This design comes from an exercise in tuning for small area, a short achievable clock period and few clock cycles on the open sky130 flow, not from production work. Only simulation tests tie the RTL to the original design; equivalence was not proved.

<file path="flow/config.mk">
export PLATFORM = sky130hd
export DESIGN_NAME = calc_core
export DESIGN_NICKNAME = calc_core
export VERILOG_FILES = /design/flow/design.v
export SDC_FILE = /design/flow/constraint.sdc
export NUM_CORES = 4
export LEC_CHECK = 0
export CAP_MARGIN = 40
export CORE_MARGIN = 2
export CORE_UTILIZATION = 40
export SETUP_SLACK_MARGIN = 4
export SLEW_MARGIN = 20
</file>
<file path="flow/design.v">
module calc_core #(
  parameter  int WIDTH = 32,
  localparam int NIB   = WIDTH / 4,
  localparam int SHW   = $clog2(WIDTH)
) (
  input  logic               clk,
  input  logic               rst,
  input  logic [NIB-1:0]     inc_pulse,
  input  logic               dec,
  input  logic               sel,
  input  logic [3:0]         op,
  input  logic               start,
  output logic               busy,
  output logic               done,
  output logic [WIDTH-1:0]   opa,
  output logic [WIDTH-1:0]   opb,
  output logic [2*WIDTH-1:0] result,
  output logic [2*WIDTH-1:0] last_result,
  output logic               zf,
  output logic               sf,
  output logic               cf,
  output logic               of,
  output logic               err
);
  localparam int W  = 32;
  localparam int W2 = 64;
  logic [W-1:0]  opa_q, opb_q;
  logic [W2-1:0] res_q, last_q;
  logic          zf_q, sf_q, cf_q, of_q, err_q, done_q;
  logic          busy_q;
  logic [1:0]    md_q;         
  logic [4:0]    cnt_q;
  logic [W-1:0]  ph_q, pl_q;   
  localparam logic [1:0] M_MUL = 2'd0, M_DAL = 2'd1, M_DIV = 2'd2;
  logic [W-1:0] a, b, x;
  logic [4:0]   s;
  assign a = opa_q;
  assign b = opb_q;
  assign x = res_q[W-1:0];
  assign s = opb_q[4:0];
  logic [W:0]   sum_w, dif_w;
  logic         ltu, lts;
  assign sum_w = {1'b0, a} + {1'b0, b};
  assign dif_w = {1'b0, a} - {1'b0, b};
  assign ltu   = dif_w[W];
  assign lts   = (a[W-1] ^ b[W-1]) ? a[W-1] : dif_w[W-1];
  logic          dal;
  logic [W-1:0]  rr_in, rl_w, rr_w;
  logic [4:0]    rr_s;
  assign dal   = busy_q && (md_q == M_DAL);
  assign rr_in = dal ? {a[0], a[W-1:1]} : x;
  assign rr_s  = dal ? cnt_q : s;
  assign rl_w  = W'({x, x} << s >> W);
  assign rr_w  = W'({rr_in, rr_in} >> rr_s);
  logic [W-1:0] himask, lomask, shl_w, shr_w, sra_w;
  always_comb begin
    for (int i = 0; i < W; i++) begin
      himask[i] = (5'(i) >= s);
      lomask[i] = (6'(i) + {1'b0, s} < 6'd32);
    end
  end
  assign shl_w = rl_w & himask;
  assign shr_w = rr_w & lomask;
  assign sra_w = shr_w | ({W{x[W-1]}} & ~lomask);
  logic [W-1:0]  m_hi, m_lo;
  logic [W+3:0]  m_sum;
  assign m_hi  = busy_q ? ph_q : '0;
  assign m_lo  = busy_q ? pl_q : b;
  assign m_sum = {4'b0, m_hi} + a * m_lo[3:0];
  logic [W:0]   d_rem, d_dif;
  logic         d_ge;
  logic [W-1:0] d_hi, d_lo;
  assign d_rem = {ph_q, pl_q[W-1]};
  assign d_dif = d_rem - {1'b0, b};
  assign d_ge  = ~d_dif[W];
  assign d_hi  = d_ge ? d_dif[W-1:0] : d_rem[W-1:0];
  assign d_lo  = {pl_q[W-2:0], d_ge};
  function automatic logic [4:0] lzc(input logic [W-1:0] v);
    lzc = 5'd0;
    for (int i = 0; i < W; i++)
      if (v[i]) lzc = 5'(W - 1 - i);
  endfunction
  logic [4:0]   lza, lzb, dd;
  logic [W-1:0] al_mask;
  assign lza = lzc(a);
  assign lzb = lzc(b);
  assign dd  = lzb - lza;
  always_comb
    for (int i = 0; i < W; i++) al_mask[i] = (5'(i) < ~cnt_q);
  logic a_z, b_z;
  assign a_z = (a == '0);
  assign b_z = (b == '0);
  logic [W-1:0]  opa_d, opb_d, ed;
  logic [W2-1:0] res_d;
  logic [W-1:0]  ph_d, pl_d;
  logic          fin, fin_z, fin_s, fin_c, fin_o, fin_e, err_only;
  logic          busy_d;
  logic [1:0]    md_d;
  logic [4:0]    cnt_d;
  logic [W-1:0]  alu_r;
  logic          alu_z, alu_c, alu_o;
  always_comb begin
    alu_r = '0;
    alu_z = 1'b0;
    alu_c = 1'b0;
    alu_o = 1'b0;
    unique case (op)
      4'h0: begin
        alu_r = sum_w[W-1:0];
        alu_z = (sum_w[W-1:0] == '0);
        alu_c = sum_w[W];
        alu_o = (a[W-1] == b[W-1]) && (sum_w[W-1] != a[W-1]);
      end
      4'h1: begin
        alu_r = dif_w[W-1:0];
        alu_z = (a == b);
        alu_c = ~dif_w[W];
        alu_o = (a[W-1] != b[W-1]) && (dif_w[W-1] != a[W-1]);
      end
      4'h4: begin alu_r = a & b;    alu_z = ((a & b) == '0); end
      4'h5: begin alu_r = a | b;    alu_z = ((a | b) == '0); end
      4'h6: begin alu_r = ~(a | b); alu_z = &(a | b);        end
      4'h7: begin alu_r = ~a;       alu_z = &a;              end
      4'h8: begin alu_r = W'(lts);  alu_z = ~lts;            end
      4'h9: begin alu_r = W'(ltu);  alu_z = ~ltu;            end
      4'hA: begin alu_r = shl_w;    alu_z = (shl_w == '0);   end
      4'hB: begin alu_r = shr_w;    alu_z = (shr_w == '0);   end
      4'hC: begin alu_r = sra_w;    alu_z = (sra_w == '0);   end
      4'hD: begin alu_r = rl_w;     alu_z = (x == '0);       end
      default: begin alu_r = a;     alu_z = a_z;             end
    endcase
  end
  always_comb begin
    opa_d    = opa_q;
    opb_d    = opb_q;
    res_d    = res_q;
    ph_d     = ph_q;
    pl_d     = pl_q;
    busy_d   = busy_q;
    md_d     = md_q;
    cnt_d    = cnt_q;
    fin      = 1'b0;
    err_only = 1'b0;
    fin_z    = 1'b0;
    fin_s    = 1'b0;
    fin_c    = 1'b0;
    fin_o    = 1'b0;
    fin_e    = 1'b0;
    ed       = sel ? opb_q : opa_q;
    if (!busy_q) begin
      if (start) begin
        if (op == 4'h2) begin
          busy_d = 1'b1;
          md_d   = M_MUL;
          cnt_d  = 5'd6;
          ph_d   = m_sum[W+3:4];
          pl_d   = {m_sum[3:0], m_lo[W-1:4]};
        end else if (op == 4'h3 && b_z) begin
          fin   = 1'b1;
          res_d = {{W{1'b1}}, a};
          fin_s = a[W-1];
          fin_e = 1'b1;
        end else if (op == 4'h3 && !ltu) begin
          busy_d = 1'b1;
          md_d   = M_DAL;
          cnt_d  = dd;
        end else if (op == 4'hF) begin
          err_only = 1'b1;
        end else begin
          fin   = 1'b1;
          res_d = {{W{1'b0}}, alu_r};
          fin_z = alu_z;
          fin_s = alu_r[W-1];
          fin_c = alu_c;
          fin_o = alu_o;
        end
      end else begin
        for (int i = 0; i < NIB; i++)
          if (inc_pulse[i])
            ed[4*i +: 4] = dec ? ed[4*i +: 4] - 4'd1 : ed[4*i +: 4] + 4'd1;
        if (sel) opb_d = ed;
        else     opa_d = ed;
      end
    end else begin
      unique case (md_q)
        M_MUL: begin
          ph_d  = m_sum[W+3:4];
          pl_d  = {m_sum[3:0], m_lo[W-1:4]};
          cnt_d = cnt_q - 5'd1;
          if (cnt_q == 5'd0) begin
            busy_d = 1'b0;
            fin    = 1'b1;
            res_d  = {ph_d, pl_d};
            fin_z  = a_z | b_z;
            fin_s  = m_sum[W+3];
          end
        end
        M_DAL: begin
          md_d = M_DIV;
          ph_d = rr_w & al_mask;
          pl_d = rr_w & ~al_mask;
        end
        default: begin
          ph_d  = d_hi;
          pl_d  = d_lo;
          cnt_d = cnt_q - 5'd1;
          if (cnt_q == 5'd0) begin
            busy_d = 1'b0;
            fin    = 1'b1;
            res_d  = {d_lo, d_hi};
            fin_s  = d_hi[W-1];
          end
        end
      endcase
    end
  end
  always_ff @(posedge clk or posedge rst) begin
    if (rst) begin
      opa_q  <= '0;
      opb_q  <= '0;
      res_q  <= '0;
      last_q <= '0;
      zf_q   <= 1'b0;
      sf_q   <= 1'b0;
      cf_q   <= 1'b0;
      of_q   <= 1'b0;
      err_q  <= 1'b0;
      done_q <= 1'b0;
      busy_q <= 1'b0;
      md_q   <= M_MUL;
      cnt_q  <= '0;
    end else begin
      opa_q  <= opa_d;
      opb_q  <= opb_d;
      busy_q <= busy_d;
      md_q   <= md_d;
      cnt_q  <= cnt_d;
      done_q <= fin | err_only;
      if (fin) begin
        res_q  <= res_d;
        last_q <= res_q;
        zf_q   <= fin_z;
        sf_q   <= fin_s;
        cf_q   <= fin_c;
        of_q   <= fin_o;
      end
      if (fin | err_only) err_q <= fin_e | err_only;
    end
  end
  always_ff @(posedge clk) begin
    ph_q <= ph_d;
    pl_q <= pl_d;
  end
  assign busy        = busy_q;
  assign done        = done_q;
  assign opa         = opa_q;
  assign opb         = opb_q;
  assign result      = res_q;
  assign last_result = last_q;
  assign zf          = zf_q;
  assign sf          = sf_q;
  assign cf          = cf_q;
  assign of          = of_q;
  assign err         = err_q;
endmodule
</file>
<file path="flow/run.sh">
#!/bin/bash
# synth_recipe.tcl (not shown) runs the flow's synth.tcl, then flattens the netlist and writes it again
# the make line also repeats each setting of config.mk as NAME=value (left out here)
make -C /OpenROAD-flow-scripts/flow DESIGN_CONFIG=/design/flow/config.mk WORK_HOME=/design/flow/orfs CLKGATE_MAP_FILE= SYNTH_SCRIPT=/design/flow/synth_recipe.tcl finish
</file>
<file path="flow/constraint.sdc">
create_clock -name core_clock -period 8.0 [get_ports {clk}]
set_input_delay 1.6000 -clock core_clock [delete_from_list [all_inputs] [get_ports {clk}]]
set_output_delay 1.6000 -clock core_clock [all_outputs]
set_load 0.01 [all_outputs]
</file>
==> reports/summary.txt <==
CP arrival -> 6.02 ns
Final Util -> 56.0%
row count -> 106
Seq/Total Area, Yosys -> 21.0%
final hold vios -> 0
clock latency (worst-skew pair) -> 0.66 ns
# nets final -> 5104
global-route wire length before repair -> 304 mm
Wirelength per Cell -> 37.3 um
Slew Viols, Final -> 0
pin count of the biggest net entering global routing -> 146
unrepaired setup endpoints after global routing -> true
most common cell in the netlist -> nand2_1
io pins -> 216
Filler Cells Inserted -> 7620
CTS Buf Count -> 36
critical path required time -> 8.33 ns
Port Buffers -> 215
setup ws final -> 2.30 ns
DRC violations left -> 0
Via Count -> 41200
syn nets -> 4657
first-iteration detailed-routing DRC count -> 6609
Finish-stage setup viols -> 0
RePlAce Congestion -> 1.09
critical path class -> flip-flop to flip-flop
antenna violations before repair -> 13
hpwl dp -> 156 mm
max_cap viols -> 0
Starting Density -> 40.4%
mapped cell area -> 33800 sq um
CTS tree -> done
Gate Count Post-Synth -> 4342
Worst R2R Path Depth -> 22
CP max stage delay -> 0.55 ns
final antenna-violating net count -> 0
CP Max Fanout -> 8
Slowest-stage cell, CP -> dfrtp_4
final WL -> 223 mm
Tot GR Track Use -> 50.0%
fin crit share -> 71.2%
leading area contributor after synthesis -> dfrtp_1
crit path launch type -> flip-flop
core area -> 83700 sq um
maximum clock path buffer count -> 3
Post-Syn Area per Cell -> 7.78 sq um
Slew Limit Headroom -> 34.3%
R2R setup slack -> 2.30 ns
post-placement setup slack -> 1.77 ns
Post-synth top cells -> nand2_1, nor2_1, o21ai_0, a21oi_1, clkbuf_1
Clock Skews -> 0.0879 ns
number of stages on the worst hold path -> 2
Worst Hold Endpoint -> last_q[15]
share of the synthesized area in the top cell type -> 15.3%
HP Start -> last_q[15]
Post-synth ARST share -> 76.3%
placed cell area -> 37800 sq um
Worst-Margin Slew -> 0.984 ns
reg2reg end -> ph_q[31]
Crit Reg-Reg Startpoint -> opb_q[1]
die width -> 295 um
Peak Freq -> 0.176 GHz
Synth cell types -> 94
CTS Hold Bufs -> 0
critical path, cell by cell -> clkinvlp_4, o21ai_4, buf_12, buf_6, nand2_2, fa_1, inv_1, fa_1, fa_1, ha_4, buf_4, nand2_1, nor3_1, a221o_1, a2111o_1, o21ai_4, o21ai_4, a221o_1, nand4_1, o41ai_4, nor2_2, o22ai_1
Remaining Overflow, GRT -> 0
setup TNS -> 0 ns
TritonRoute pass-1 iters -> 10
Hold Path Class -> flip-flop to flip-flop
Die Y -> 295 um
CTS clk-pin slew, worst paths -> 0.06 ns
FF+latch count, synth -> 270
vias in the first global route -> 38000
fin area -> 46900 sq um
die footprint -> 86800 sq um
synth top area cells -> dfrtp_1, nand2_1, ha_1, mux2i_1, fa_1
clk sinks -> 270
yosys synthesis warning count -> 1
Tmin final -> 5.70 ns
dpl cells -> 5524
layout cell share with drive strength beyond 1 -> 26.3%
Main synth FF type -> dfrtp_1
DR vias/cell -> 6.92
status -> finished clean
EDFF count, synth -> 64
clock root buffer -> clkbuf_16
Final Instance Count excl. Fillers -> 5962
crit path capture type -> flip-flop
P&R area growth vs syn -> 38.8%
Fin Hold WS -> 0.460 ns
H-Tree Depth -> 2
-- kinds of logic after synthesis --
group / synth area share [%]
buf+inv: 6.21
compound gates: 25.1
simple gates: 19.4
fa+ha+maj: 13.4
xor+xnor: 3.58
mux: 11.4
flops: 21.0
-- repair_timing --
action	CTS	global route
pin swaps	130	165
endpoints found under the setup margin	250	181
gates cloned	38	4
resized for setup	612	255
setup buffers	205	110
-- flip-flops by register name (all words and copies together), names as in the netlist --
register / flops
pl_q: 32
opa_q: 32
opb_q: 32
zf_q: 1
busy_q: 1
ph_q: 32
res_q: 64
done_q: 1
cnt_q: 5
sf_q: 1
err_q: 1
md_q: 2
cf_q: 1
last_q: 64
of_q: 1
-- metal layers --
| layer | GRT usage (%) | part of all wire, % |
|---|---|---|
| met5 | 1.02 | 0.093 |
| met4 | 39.6 | 10 |
| met3 | 20.6 | 14 |
| met2 | 67.8 | 39 |
| met1 | 61.8 | 37 |
-- cells in the final DEF, fill, tap and decap left out, types with 62 or more instances in the layout --
cell / n
ha_1: 146
o21ai_0: 250
xnor2_1: 88
mux2_2: 62
nor2_1: 317
a21oi_1: 239
mux2i_1: 157
dfrtp_1: 186
buf_6: 67
edfxtp_1: 64
nand2_1: 702
inv_1: 154
nor3_1: 62
clkdlybuf4s50_1: 209
a21o_1: 71
buf_4: 343
fa_1: 91
-- final cells by class --
class | instances | area [sq um] | area share (%)
Clock buffer | 54 | 1050 | 2.24
Multi-Input combinational cell | 3552 | 28500 | 60.8
Antenna cell | 12 | 30.0 | 0.0641
Sequential cell | 270 | 7120 | 15.2
Inverter | 197 | 851 | 1.82
Tap cell | 1134 | 1420 | 3.03
Clock inverter | 11 | 120 | 0.256
Timing Repair Buffer | 732 | 7790 | 16.6
-- worst max path at each step --
stage	startpoint	end	slack (ns)	cells past startpoint
final	opb_q[1]	ph_q[31]	2.30	22
after global routing	opb_q[1]	ph_q[31]	2.25	21
after CTS	busy_q	ph_q[31]	2.61	20
after detailed placement	busy_q	ph_q[30]	1.77	18
after global placement	opb_q[1]	ph_q[30]	1.63	20
after floorplan	opb_q[1]	sf_q	2.35	23
-- worst max-delay path, delay by kind of cell, from the launching register on --
kind / cells / cell delay [ns]
AOI/OAI and AO/OA: 8 / 1.87
adders and majority gates: 4 / 1.71
buffers and inverters: 5 / 0.66
DFF: 1 / 0.55
and+or+nand+nor: 5 / 0.58
Testbench counts, summed over its fixed seeds: cycles 26,715.

## port drivers added, routing unchanged
Ports are ideal in the flow. The routed layout listed here was re-timed in OpenROAD.
Step 1: set_driving_cell puts a clkbuf_16 on clk and a buf_2 on each other input, an assumption about the parent block.
Step 2 times the ports against the registers' clock, not the clock port: input delays grow and output delays shrink by t, the midpoint of the rising clock arrivals with the driver on.
Slacks: ideal / step 1 / step 2; pairs: ideal / step 1.
t, ns: 0.683
setup slack, ns: 2.302 / 2.302 / 2.302
worst setup path at the end: register to register
worst slew at a driven data input, ns: 0.08
After both steps this run still meets setup and hold. The setup slack of this run moves by 0.000 ns with the drivers and by 0.000 ns with both steps.
